From an optimization exercise on the open Yosys and OpenROAD flow, aimed at small area, a short achievable clock period and few clock cycles; shortcuts taken in it are not production practice.
Function was checked by simulation only, so behaviour that the tests miss may differ from the original.
Power figures rest on the tool's default switching activity, not on a simulated workload.

--- flow/design.v ---
package dcache_pkg;
  localparam int LINE_BITS = 128;
  localparam int OFF_W     = 4;
  localparam int IDX_W     = 4;
  localparam int TAG_W     = 32 - IDX_W - OFF_W;
  typedef enum logic [1:0] {
    IDLE      = 2'd0,
    WRITEBACK = 2'd1,
    ALLOCATE  = 2'd2
  } state_e;
endpackage
module dcache_sram #(
  parameter int NUM_LINES = 16,
  parameter int DATA_W    = 128,
  parameter int IW        = 4,
  parameter int TW        = 24
) (
  input  logic              clk_i,
  input  logic              clr_valid_i,
  input  logic [IW-1:0]     rd_idx_i,
  output logic [TW-1:0]     rd_tag_o,
  output logic              rd_valid_o,
  output logic              rd_dirty_o,
  output logic [DATA_W-1:0] rd_data_o,
  input  logic              wr_en_i,
  input  logic [IW-1:0]     wr_idx_i,
  input  logic [TW-1:0]     wr_tag_i,
  input  logic [DATA_W-1:0] wr_data_i,
  input  logic              wr_dirty_i
);
  logic [NUM_LINES-1:0] valid_q, valid_d;
  logic [NUM_LINES-1:0] dirty_q, dirty_d;
  logic [TW-1:0]        tag_q  [NUM_LINES];
  logic [DATA_W-1:0]    data_q [NUM_LINES];
  assign rd_tag_o   = tag_q[rd_idx_i];
  assign rd_valid_o = valid_q[rd_idx_i];
  assign rd_dirty_o = dirty_q[rd_idx_i];
  assign rd_data_o  = data_q[rd_idx_i];
  always_comb begin
    valid_d = valid_q;
    dirty_d = dirty_q;
    if (clr_valid_i) begin
      valid_d = '0;
      dirty_d = '0;
    end else if (wr_en_i) begin
      valid_d[wr_idx_i] = 1'b1;
      dirty_d[wr_idx_i] = wr_dirty_i;
    end
  end
  always_ff @(posedge clk_i) begin
    valid_q <= valid_d;
    dirty_q <= dirty_d;
    if (wr_en_i && !clr_valid_i) begin
      tag_q[wr_idx_i]  <= wr_tag_i;
      data_q[wr_idx_i] <= wr_data_i;
    end
  end
endmodule
module dcache_controller #(
  parameter int NUM_LINES = 16,
  parameter int LINE_BITS = dcache_pkg::LINE_BITS
) (
  input  logic                 clk_i,
  input  logic                 rst_i,
  input  logic                 cpu_req_i,
  input  logic                 cpu_we_i,
  input  logic [31:0]          cpu_addr_i,
  input  logic [31:0]          cpu_data_i,
  output logic [31:0]          cpu_data_o,
  output logic                 cpu_stall_o,
  output logic                 mem_req_o,
  output logic                 mem_we_o,
  output logic [31:0]          mem_addr_o,
  output logic [LINE_BITS-1:0] mem_data_o,
  input  logic [LINE_BITS-1:0] mem_data_i,
  input  logic                 mem_ack_i
);
  localparam int IW = $clog2(NUM_LINES);
  localparam int TW = 32 - IW - dcache_pkg::OFF_W;
  logic [IW-1:0]        req_idx;
  logic [TW-1:0]        req_tag;
  logic [1:0]           word_sel;
  logic                 unused_byte_bits;
  logic [TW-1:0]        rd_tag;
  logic                 rd_valid;
  logic                 rd_dirty;
  logic [LINE_BITS-1:0] rd_data;
  logic                 lookup_en;
  logic                 hit;
  logic                 miss;
  logic                 fill;
  logic                 wr_en;
  logic                 wr_dirty;
  logic [LINE_BITS-1:0] wr_data;
  logic [LINE_BITS-1:0] merged;
  logic [31:0]          rd_word;
  dcache_pkg::state_e               state_q, state_d;
  logic                 mem_req_q, mem_req_d;
  logic                 mem_we_q, mem_we_d;
  logic [31:0]          mem_addr_q, mem_addr_d;
  logic [LINE_BITS-1:0] mem_data_q, mem_data_d;
  assign req_idx          = cpu_addr_i[dcache_pkg::OFF_W +: IW];
  assign req_tag          = cpu_addr_i[31 -: TW];
  assign word_sel         = cpu_addr_i[3:2];
  assign unused_byte_bits = ^cpu_addr_i[1:0];
  dcache_sram #(
    .NUM_LINES (NUM_LINES),
    .DATA_W    (LINE_BITS),
    .IW        (IW),
    .TW        (TW)
  ) u_sram (
    .clk_i       (clk_i),
    .clr_valid_i (~rst_i),
    .rd_idx_i    (req_idx),
    .rd_tag_o    (rd_tag),
    .rd_valid_o  (rd_valid),
    .rd_dirty_o  (rd_dirty),
    .rd_data_o   (rd_data),
    .wr_en_i     (wr_en),
    .wr_idx_i    (req_idx),
    .wr_tag_i    (req_tag),
    .wr_data_i   (wr_data),
    .wr_dirty_i  (wr_dirty)
  );
  always_comb begin
    lookup_en = rst_i & (state_q == dcache_pkg::IDLE);
    hit       = cpu_req_i & rd_valid & (rd_tag == req_tag);
    miss      = lookup_en & cpu_req_i & ~hit;
    rd_word   = rd_data[{word_sel, 5'b0} +: 32];
    merged    = rd_data;
    merged[{word_sel, 5'b0} +: 32] = cpu_data_i;
    fill      = rst_i & (state_q == dcache_pkg::ALLOCATE) & mem_ack_i;
    wr_en     = (lookup_en & hit & cpu_we_i) | fill;
    wr_data   = fill ? mem_data_i : merged;
    wr_dirty  = ~fill;
  end
  assign cpu_stall_o = rst_i & ((state_q != dcache_pkg::IDLE) | miss);
  assign cpu_data_o  = (lookup_en & hit & ~cpu_we_i) ? rd_word : 32'h0;
  assign mem_req_o   = mem_req_q & rst_i;
  assign mem_we_o    = mem_we_q & rst_i;
  assign mem_addr_o  = mem_addr_q;
  assign mem_data_o  = mem_data_q;
  always_comb begin
    state_d    = state_q;
    mem_req_d  = mem_req_q;
    mem_we_d   = mem_we_q;
    mem_addr_d = mem_addr_q;
    mem_data_d = mem_data_q;
    case (state_q)
      dcache_pkg::IDLE: begin
        if (miss) begin
          mem_req_d = 1'b1;
          if (rd_valid && rd_dirty) begin
            state_d    = dcache_pkg::WRITEBACK;
            mem_we_d   = 1'b1;
            mem_addr_d = {rd_tag, req_idx, {dcache_pkg::OFF_W{1'b0}}};
            mem_data_d = rd_data;
          end else begin
            state_d    = dcache_pkg::ALLOCATE;
            mem_we_d   = 1'b0;
            mem_addr_d = {req_tag, req_idx, {dcache_pkg::OFF_W{1'b0}}};
          end
        end
      end
      dcache_pkg::WRITEBACK: begin
        if (mem_ack_i) begin
          state_d    = dcache_pkg::ALLOCATE;
          mem_we_d   = 1'b0;
          mem_addr_d = {req_tag, req_idx, {dcache_pkg::OFF_W{1'b0}}};
        end
      end
      dcache_pkg::ALLOCATE: begin
        if (mem_ack_i) begin
          state_d   = dcache_pkg::IDLE;
          mem_req_d = 1'b0;
          mem_we_d  = 1'b0;
        end
      end
      default: begin
        state_d   = dcache_pkg::IDLE;
        mem_req_d = 1'b0;
        mem_we_d  = 1'b0;
      end
    endcase
  end
  always_ff @(posedge clk_i) begin
    if (!rst_i) begin
      state_q    <= dcache_pkg::IDLE;
      mem_req_q  <= 1'b0;
      mem_we_q   <= 1'b0;
      mem_addr_q <= 32'h0;
      mem_data_q <= '0;
    end else begin
      state_q    <= state_d;
      mem_req_q  <= mem_req_d;
      mem_we_q   <= mem_we_d;
      mem_addr_q <= mem_addr_d;
      mem_data_q <= mem_data_d;
    end
  end
endmodule
--- flow/constraint.sdc ---
create_clock -name core_clock -period 7.0 [get_ports {clk_i}]
set_input_delay 1.4000 -clock core_clock [delete_from_list [all_inputs] [get_ports {clk_i}]]
set_output_delay 1.4000 -clock core_clock [all_outputs]
set_load 0.01 [all_outputs]
--- flow/run.sh ---
#!/bin/bash
# synth_recipe.tcl (not shown) runs the flow's synth.tcl, then flattens the netlist and writes it again
# the make line also repeats each setting of config.mk as NAME=value (left out here)
make -C /OpenROAD-flow-scripts/flow DESIGN_CONFIG=/design/flow/config.mk WORK_HOME=/design/flow/orfs CLKGATE_MAP_FILE= SYNTH_SCRIPT=/design/flow/synth_recipe.tcl finish
--- flow/config.mk ---
export PLATFORM = sky130hd
export DESIGN_NAME = dcache_controller
export DESIGN_NICKNAME = dcache_controller
export VERILOG_FILES = /design/flow/design.v
export SDC_FILE = /design/flow/constraint.sdc
export NUM_CORES = 4
export LEC_CHECK = 0
export CAP_MARGIN = 20
export CORE_MARGIN = 2
export CORE_UTILIZATION = 35
export SLEW_MARGIN = 20
==> run summary <==
stage by stage:
| stage | util (%) | setup WS [ns] | TNS [ns] | hold WS [ns] | instances |
|---|---|---|---|---|---|
| 6_report | 42.1 | 0.192 | 0 | 0.448 | 9953 |
| 3_5_place_dp | 39.1 | 0.264 | 0 | 0.439 | 9448 |
| 2_1_floorplan | - | 0.404 | 0 | 0.420 | 5125 |
| 5_1_grt | 42.1 | -0.0000977 | -0.0000977 | 0.465 | 9943 |
| 3_3_place_gp | 39.1 | 0.241 | 0 | 0.430 | 9448 |
| 4_1_cts | 42.1 | 0.244 | 0 | 0.452 | 9936 |
final timing paths:
path | from | to | slack [ns] | cells after the start
max | cpu_addr_i[4] | cpu_data_o[28] | 0.19 | 13
min | u_sram.valid_q[6]$_SDFFE_PN0P_ | u_sram.valid_q[6]$_SDFFE_PN0P_ | 0.45 | 1
max reg2reg | u_sram.tag_q[6][2]$_DFFE_PP_ | u_sram.data_q[9][69]$_DFFE_PP_ | 2.23 | 10
min reg2reg | u_sram.valid_q[6]$_SDFFE_PN0P_ | u_sram.valid_q[6]$_SDFFE_PN0P_ | 0.45 | 1
critical path: cells and delay by family:
family	cells	cell delay (ns)
buffers and inverters	6	1.80
multiplexers	1	0.60
AND/OR/NAND/NOR	3	0.83
AO/OA/AOI/OAI	3	0.72
flip-flops by register name (all words and copies together), names as in the netlist:
| name | flops |
|---|---|
| u_sram.data_q | 2048 |
| u_sram.tag_q | 384 |
| mem_data_q | 128 |
| mem_addr_q | 28 |
| u_sram.dirty_q | 16 |
| u_sram.valid_q | 16 |
| state_q | 2 |
| mem_req_q | 1 |
| mem_we_q | 1 |
cell type report:
cell class,instances,area [um2]
Clock inverter,117,1030
Fill cell,25600,170000
Sequential cell,2624,76900
Inverter,25,101
Clock buffer,371,7720
Tap cell,3919,4900
Antenna cell,14,35.0
Multi-Input combinational cell,2152,25500
Timing Repair Buffer,731,7830
timing repair:
item	4_1_cts	5_1_grt
hold buffers	0	0
setup buffers	0	0
gates resized for setup	0	2
hold endpoints to repair	0	0
setup endpoints to repair	0	6
cell families after synthesis:
| group | Yosys count | share of synthesized area, % |
|---|---|---|
| mux | 885 | 17.9 |
| simple gates | 786 | 3.16 |
| xor+xnor | 27 | 0.228 |
| buf+inv | 349 | 1.49 |
| fa+ha+maj | 13 | 0.157 |
| other cells | 1 | 0.00362 |
| flops | 2624 | 74.1 |
| compound gates | 437 | 2.98 |
synthesized netlist by cell type, drive strengths merged, types with 7 or more instances:
cell type	count
edfxtp	2432
mux4	767
nand2	363
nor2	293
clkbuf	196
dfxtp	192
o21ai	155
a221oi	131
buf	128
mux2i	100
nor2b	40
nand3	26
inv	22
xnor2	20
a21oi	19
a22oi	19
and3	19
a211oi	18
mux2	18
a21o	16
o211ai	15
ha	13
o32ai	12
nor3	11
a311oi	7
and3b	7
xor2	7
power groups by stage:
| stage | Combinational, mW | Sequential (mW) | Clock, mW |
|---|---|---|---|
| after global placement | 2.58 | 17.9 | 0 |
| after detailed placement | 2.64 | 17.9 | 0 |
| final | 2.67 | 17.6 | 14.3 |
| after CTS | 2.65 | 17.6 | 14.5 |
| after floorplan | 1.38 | 17.9 | 0 |
| after global routing | 2.80 | 17.6 | 15.1 |
routing by layer:
| layer | wire, um | GRT usage (%) |
|---|---|---|
| met1 | 126000 | 28.1 |
| met3 | 28400 | 3.84 |
| met2 | 150000 | 32.8 |
| met4 | 18800 | 11.0 |
| met5 | 58 | 0 |
==> run summary <==
routed vias/inst between 5 and 6; Synth Cell Area 104000 um2; All-Layer GR Usage around a fifth; final instance area around 120000 um2; Worst Path Required between 5 and 6 ns; Flop pwr share around half; Placed Area around 120000 um2; first-pass GRT wire length about 440000 um; Area Growth Syn to Fin 19.5%; CTS max path bufs 4; worst path cell trace buf_8 -> buf_4 -> mux4_2 -> a2bb2oi_1 -> o32ai_1 -> a2111oi_0 -> nor4bb_1 -> nand4_1 -> buf_12 -> buf_4 -> nor2b_1 -> buf_4 -> clkdlybuf4s50_1; drt first pass iters 5; core area 294000 um2; TritonCTS Buffers roughly 280; most common cell after layout, fill and taps aside edfxtp_1; DR WL/cell 32.4 um; nets roughly 6.0k; grt total ovfl 0; num ports approximately 400; CP Class primary input to primary output; min-delay worst type flop to flop; Final ANT Viol Nets 0; number of global-route vias before repair around 55k; Sw Pwr between 7 and 8 mW; CP most frequent cell buf_4; Skew-Pair Late Insertion Delay 0.88 ns; share of layout cells above drive strength 1 26.0%; Pwr Density ~280 nW/um2; post-synthesis sequential area ratio roughly three quarters; final hold viol count 0; Area contributors post-synth edfxtp_1 70%, mux4_2 17%, dfxtp_1 3.7%, nand2_1 1.3%, a221oi_1 1.1%; status no timing/DRC/antenna violations; crit path time final ~6.8 ns; EDFF count, synth around 2.4k; final wirelength between 300000 and 400000 um; clk slew on worst S/H paths around 0.05 ns; Int Pwr approximately 27 mW; CP Capture Type primary output; critical-path maximum fanout 35; # clock sinks about 2.6k; Pwr Total ~35 mW; Rel. slew slack 15.3%; power share of the combinational group roughly 7.7%; worst-margin pin slew 1.27 ns; initial antenna violation count 32; P_leak 39.2 nW; maximum clock rate 147 MHz; Post-route DRC 0; clock root cell clkbuf_16; Final setup viols 0; Worst path max stage delay ~0.60 ns; max cap viols 0; largest net degree at the start of global routing 170; FFs w/ async S/R, synth 0%; CTS tree done; Net Sw Frac between 20% and 30%; clock power share 41.4%; synthesized instance count about 5.1k; WP data arrival 5.41 ns; CP max stage cell mux4_2; Die X around 550 um; vias 56.4k; max-slew violation count 0; Synth area leader edfxtp_1; Core Rows around 200; routability cong. 0.855; skew final between 0.09 and 0.1 ns; top_reg_cell synth edfxtp_1; commonest cells after routing, fill and taps aside 2432 x edfxtp_1, 762 x mux4_2, 374 x clkdlybuf4s50_1; HPWL Detailed approximately 200000 um; die area 301000 um2; synth unique cells 71; H-tree levels 5; syn avg cell area just over 20 um2; Starting DRT DRC Count about 7.9k; initial core utilization around a third; post-synthesis sequential element count around 2.6k; Synth top area share between 70% and 80%; Die Ht ~550 um; Final period util a little over nine tenths; yosys synthesis warning count 2; Critical Path Source Type primary input; Worst VDD drop between 0.15 and 0.2 mV; IO buf count slightly below 400
Testbench counts, summed over its fixed seeds: cycles 80,125.

-- port drivers added, routing unchanged --
No port has a modelled driver above. Below, the same layout with a new extraction and two added sets of constraints. Step 1 assumes that a clkbuf_16 drives the clock port and a buf_2 every other input. Step 2, shift: input delay + t, output delay - t, t = (earliest + latest rising clock arrival at the registers) / 2. This alone moves slack from input paths to output paths. Three values: no drivers, after step 1, after step 2; two values: the first two.
t, ns: 0.934
slack for setup (ns): 0.192 / 0.135 / 0.135
hold WS [ns]: 0.448 / 0.448 / 0.448
worst data-port slew with drivers (ns): 0.23
After both steps setup and hold are still met in this run. The setup slack of this run moves by -0.057 ns with the drivers and by -0.057 ns with both steps.
